Source: an optimization exercise on an open RTL-to-GDS flow (aim: small area and a short achievable clock period). Production flows keep margins and buffers that such runs may drop.
The RTL was checked by simulation tests, not by an equivalence proof against the original design.

==> module fft_peak_detect, before the edit <==
module fft_peak_detect #(
  parameter int N_POINTS = 64,
  parameter int DATA_W   = 16,
  parameter int THRESH   = 1024,
  parameter int CONFIRM  = 2,
  parameter int LED_W    = 8,
  localparam int BIN_W   = fft_peak_detect_pkg::fft_bin_w(N_POINTS),
  localparam int MAG_W   = 2*DATA_W+1
) (
  input  logic                 CLOCK_50,
  input  logic                 KEY,
  input  logic                 s_valid,
  input  logic                 s_sop,
  input  logic                 s_eop,
  input  logic signed [DATA_W-1:0] s_re,
  input  logic signed [DATA_W-1:0] s_im,
  output logic                 peak_valid,
  output logic [BIN_W-1:0]     peak_bin,
  output logic [MAG_W-1:0]     peak_mag,
  output logic                 no_signal,
  output logic                 frame_err,
  output logic [LED_W-1:0]     LEDR
);
  logic [1:0]  k1;
  logic [15:0] re1, im1;
  always_ff @(posedge CLOCK_50) begin
    if (KEY) begin
      k1 <= 2'b00;
    end else begin
      k1 <= {s_valid & (s_sop | s_eop), s_valid & ~s_sop};
    end
  end
  always_ff @(posedge CLOCK_50) begin
    re1 <= s_re[15] ? 16'(-s_re) : s_re;
    im1 <= s_im[15] ? 16'(-s_im) : s_im;
  end
  logic [1:0]  k2;
  logic        k2_sop, k2_eop, k2_pl;
  logic [31:0] ms_d, mc_d, ms2, mc2;
  fft_mag_sq_cs u_sq (.a(re1), .b(im1), .s(ms_d), .c(mc_d));
  always_ff @(posedge CLOCK_50) begin
    if (KEY) begin
      k2 <= 2'b00;
    end else begin
      k2 <= k1;
    end
  end
  assign k2_pl  = ~k2[1] &  k2[0];
  assign k2_sop =  k2[1] & ~k2[0];
  assign k2_eop =  k2[1] &  k2[0];
  always_ff @(posedge CLOCK_50) begin
    ms2 <= ms_d;
    mc2 <= mc_d;
  end
  logic        inframe, first, armed;
  logic [5:0]  bin_cnt;
  logic [4:0]  max_bin, cand_bin;
  logic [31:0] max_mag, mag;
  logic        gt, compete, upd, last, good_eop, bad, no_sig_now, confirm;
  logic [31:0] dsum;
  logic [4:0]  pbin;
  logic [31:0] pmag;
  assign peak_bin = {1'b0, pbin};
  assign peak_mag = {1'b0, pmag};
  fft_add32 u_add (.a(ms2), .b(mc2), .s(mag));
  logic [31:0] cs_s, cs_c;
  assign cs_s = ms2 ^ mc2 ^ ~max_mag;
  assign cs_c = (ms2 & mc2) | (ms2 & ~max_mag) | (mc2 & ~max_mag);
  assign dsum = cs_s + {cs_c[30:0], 1'b0};
  assign gt   = ~dsum[31] & ~max_mag[31];
  assign last     = (bin_cnt == 6'd63);
  assign compete  = inframe & k2_pl & ~bin_cnt[5];
  assign upd      = compete & (first | gt);
  assign good_eop = inframe & k2_eop & last;
  assign bad      = inframe & (k2_sop | (k2_eop & ~last) | (k2_pl & last));
  assign no_sig_now = ~|max_mag[31:10];
  assign confirm  = armed & (max_bin == cand_bin);
  always_ff @(posedge CLOCK_50) begin
    if (upd) begin
      max_mag <= mag;
      max_bin <= bin_cnt[4:0];
    end
  end
  always_ff @(posedge CLOCK_50) begin
    if (k2_sop)
      bin_cnt <= 6'd1;
    else if (k2_pl)
      bin_cnt <= bin_cnt + 6'd1;
  end
  always_ff @(posedge CLOCK_50) begin
    if (k2_sop)
      first <= 1'b1;
    else if (k2_pl)
      first <= 1'b0;
  end
  always_ff @(posedge CLOCK_50) begin
    if (good_eop & ~no_sig_now)
      cand_bin <= max_bin;
  end
  always_ff @(posedge CLOCK_50) begin
    if (KEY) begin
      inframe    <= 1'b0;
      armed      <= 1'b0;
      peak_valid <= 1'b0;
      pbin       <= '0;
      pmag       <= '0;
      no_signal  <= 1'b0;
      frame_err  <= 1'b0;
      LEDR       <= '0;
    end else begin
      peak_valid <= 1'b0;
      if (k2_sop)
        inframe <= 1'b1;
      else if (inframe & ((k2_eop) | (k2_pl & last)))
        inframe <= 1'b0;
      if (bad)
        frame_err <= 1'b1;
      if (good_eop) begin
        no_signal <= no_sig_now;
        armed     <= ~no_sig_now;
        if (no_sig_now | confirm) begin
          pbin          <= no_sig_now ? 5'd0 : max_bin;
          pmag[31:10]   <= max_mag[31:10];
          pmag[9:0]     <= no_sig_now ? 10'd0 : max_mag[9:0];
          LEDR          <= no_sig_now ? '0 : LED_W'(1) << max_bin[4:2];
          peak_valid    <= 1'b1;
        end
      end
    end
  end
endmodule
==> flow/config.mk <==
export PLATFORM = sky130hd
export DESIGN_NAME = fft_peak_detect
export DESIGN_NICKNAME = fft_peak_detect
export VERILOG_FILES = /design/flow/design.v
export SDC_FILE = /design/flow/constraint.sdc
export NUM_CORES = 4
export LEC_CHECK = 0
export CAP_MARGIN = 20
export CORE_MARGIN = 2
export CORE_UTILIZATION = 40
export CTS_BUF_LIST = sky130_fd_sc_hd__clkbuf_4 sky130_fd_sc_hd__clkbuf_8
export PLACE_DENSITY = 0.6
export SETUP_SLACK_MARGIN = 4.5
export SLEW_MARGIN = 20
==> flow/constraint.sdc <==
create_clock -name core_clock -period 8.0 [get_ports {CLOCK_50}]
set_input_delay 1.6000 -clock core_clock [delete_from_list [all_inputs] [get_ports {CLOCK_50}]]
set_output_delay 1.6000 -clock core_clock [all_outputs]
set_load 0.01 [all_outputs]
standard.sh (not shown) runs the stock make flow with config.mk's settings and CLKGATE_MAP_FILE= SYNTH_SCRIPT=/design/flow/synth_recipe.tcl, a recipe that flattens the netlist after the stock synthesis.
==> flow/flow/run.sh <==
#!/bin/bash
# Standard ORFS layout with two changes:
#  1. after the standard synthesis, flow/polarity.py flips full adders
#     (FA(~a,~b,~c) = ~FA(a,b,c)) to remove most inverters between them;
#     registers and everything else are left as synthesis made them;
#  2. the ports are buffered with buf_1 instead of the default pick.
set -euo pipefail
R=orfs/results/sky130hd/fft_peak_detect/base
bash standard.sh synth > synth.log 2>&1
cp $R/1_2_yosys.v $R/1_2_yosys.std.v
python3 flow/polarity.py $R/1_2_yosys.std.v $R/1_2_yosys.v > polarity.log 2>&1
rm -f $R/1_synth.odb
bash standard.sh "BUFFER_PORTS_ARGS=-buffer_cell sky130_fd_sc_hd__buf_1" finish > flow.log 2>&1
Other scripts of this flow, unchanged in this note and not shown: flow/flow/polarity.py
Then changed:
--- a/flow/design.v
+++ b/flow/design.v
@@ -638,39 +638,43 @@
   output logic [BIN_W-1:0]     peak_bin,
   output logic [MAG_W-1:0]     peak_mag,
   output logic                 no_signal,
   output logic                 frame_err,
   output logic [LED_W-1:0]     LEDR
 );
-  logic [1:0]  k1;
+  logic        k1_sop, k1_eop, k1_pl;
   logic [15:0] re1, im1;
   always_ff @(posedge CLOCK_50) begin
     if (KEY) begin
-      k1 <= 2'b00;
+      k1_sop <= 1'b0;
+      k1_eop <= 1'b0;
+      k1_pl  <= 1'b0;
     end else begin
-      k1 <= {s_valid & (s_sop | s_eop), s_valid & ~s_sop};
+      k1_sop <= s_valid & s_sop;
+      k1_eop <= s_valid & ~s_sop & s_eop;
+      k1_pl  <= s_valid & ~s_sop & ~s_eop;
     end
   end
   always_ff @(posedge CLOCK_50) begin
     re1 <= s_re[15] ? 16'(-s_re) : s_re;
     im1 <= s_im[15] ? 16'(-s_im) : s_im;
   end
-  logic [1:0]  k2;
   logic        k2_sop, k2_eop, k2_pl;
   logic [31:0] ms_d, mc_d, ms2, mc2;
   fft_mag_sq_cs u_sq (.a(re1), .b(im1), .s(ms_d), .c(mc_d));
   always_ff @(posedge CLOCK_50) begin
     if (KEY) begin
-      k2 <= 2'b00;
+      k2_sop <= 1'b0;
+      k2_eop <= 1'b0;
+      k2_pl  <= 1'b0;
     end else begin
-      k2 <= k1;
+      k2_sop <= k1_sop;
+      k2_eop <= k1_eop;
+      k2_pl  <= k1_pl;
     end
   end
-  assign k2_pl  = ~k2[1] &  k2[0];
-  assign k2_sop =  k2[1] & ~k2[0];
-  assign k2_eop =  k2[1] &  k2[0];
   always_ff @(posedge CLOCK_50) begin
     ms2 <= ms_d;
     mc2 <= mc_d;
   end
   logic        inframe, first, armed;
   logic [5:0]  bin_cnt;
@@ -679,12 +683,13 @@
   logic        gt, compete, upd, last, good_eop, bad, no_sig_now, confirm;
   logic [31:0] dsum;
   logic [4:0]  pbin;
   logic [31:0] pmag;
   assign peak_bin = {1'b0, pbin};
   assign peak_mag = {1'b0, pmag};
+  assign LEDR     = (pbin == 5'd0) ? '0 : LED_W'(1) << pbin[4:2];
   fft_add32 u_add (.a(ms2), .b(mc2), .s(mag));
   logic [31:0] cs_s, cs_c;
   assign cs_s = ms2 ^ mc2 ^ ~max_mag;
   assign cs_c = (ms2 & mc2) | (ms2 & ~max_mag) | (mc2 & ~max_mag);
   assign dsum = cs_s + {cs_c[30:0], 1'b0};
   assign gt   = ~dsum[31] & ~max_mag[31];
@@ -723,13 +728,12 @@
       armed      <= 1'b0;
       peak_valid <= 1'b0;
       pbin       <= '0;
       pmag       <= '0;
       no_signal  <= 1'b0;
       frame_err  <= 1'b0;
-      LEDR       <= '0;
     end else begin
       peak_valid <= 1'b0;
       if (k2_sop)
         inframe <= 1'b1;
       else if (inframe & ((k2_eop) | (k2_pl & last)))
         inframe <= 1'b0;
@@ -739,13 +743,12 @@
         no_signal <= no_sig_now;
         armed     <= ~no_sig_now;
         if (no_sig_now | confirm) begin
           pbin          <= no_sig_now ? 5'd0 : max_bin;
           pmag[31:10]   <= max_mag[31:10];
           pmag[9:0]     <= no_sig_now ? 10'd0 : max_mag[9:0];
-          LEDR          <= no_sig_now ? '0 : LED_W'(1) << max_bin[4:2];
           peak_valid    <= 1'b1;
         end
       end
     end
   end
 endmodule
Final cell count went down by 0.69%.
Sequential share of layout area went down by 0.52 points.
Worst setup slack improves by 0.011 ns.
Routed wire length went down by 1.6%.
Core utilization stays flat.

port drivers added, routing unchanged:
Ports are ideal in the flow. The routed layouts listed here were re-timed in OpenROAD.
Step 1, drivers: a clkbuf_16 drives CLOCK_50 and a buf_2 each remaining input, both assumed.
Step 2, shift: input delay + t, output delay - t, t = (earliest + latest rising clock arrival at the registers) / 2. This alone moves slack from input paths to output paths.
a / b / c = ideal / step 1 / step 2; a / b = the first two.
run	shift t [ns]	setup WS [ns]	worst setup path at the end	clock arrival spread, ns	slew at the worst register clock pin (ns)
the first run	0.540	4.585 / 4.585 / 4.585	register to register	0.022 / 0.023	0.12 / 0.12
the second run	0.526	4.596 / 4.596 / 4.565	input to register	0.032 / 0.033	0.12 / 0.12
After both steps every run listed still meets setup and hold. For the second run, which loses most, drivers alone change the setup slack by 0.000 ns; drivers and shift together by -0.031 ns.
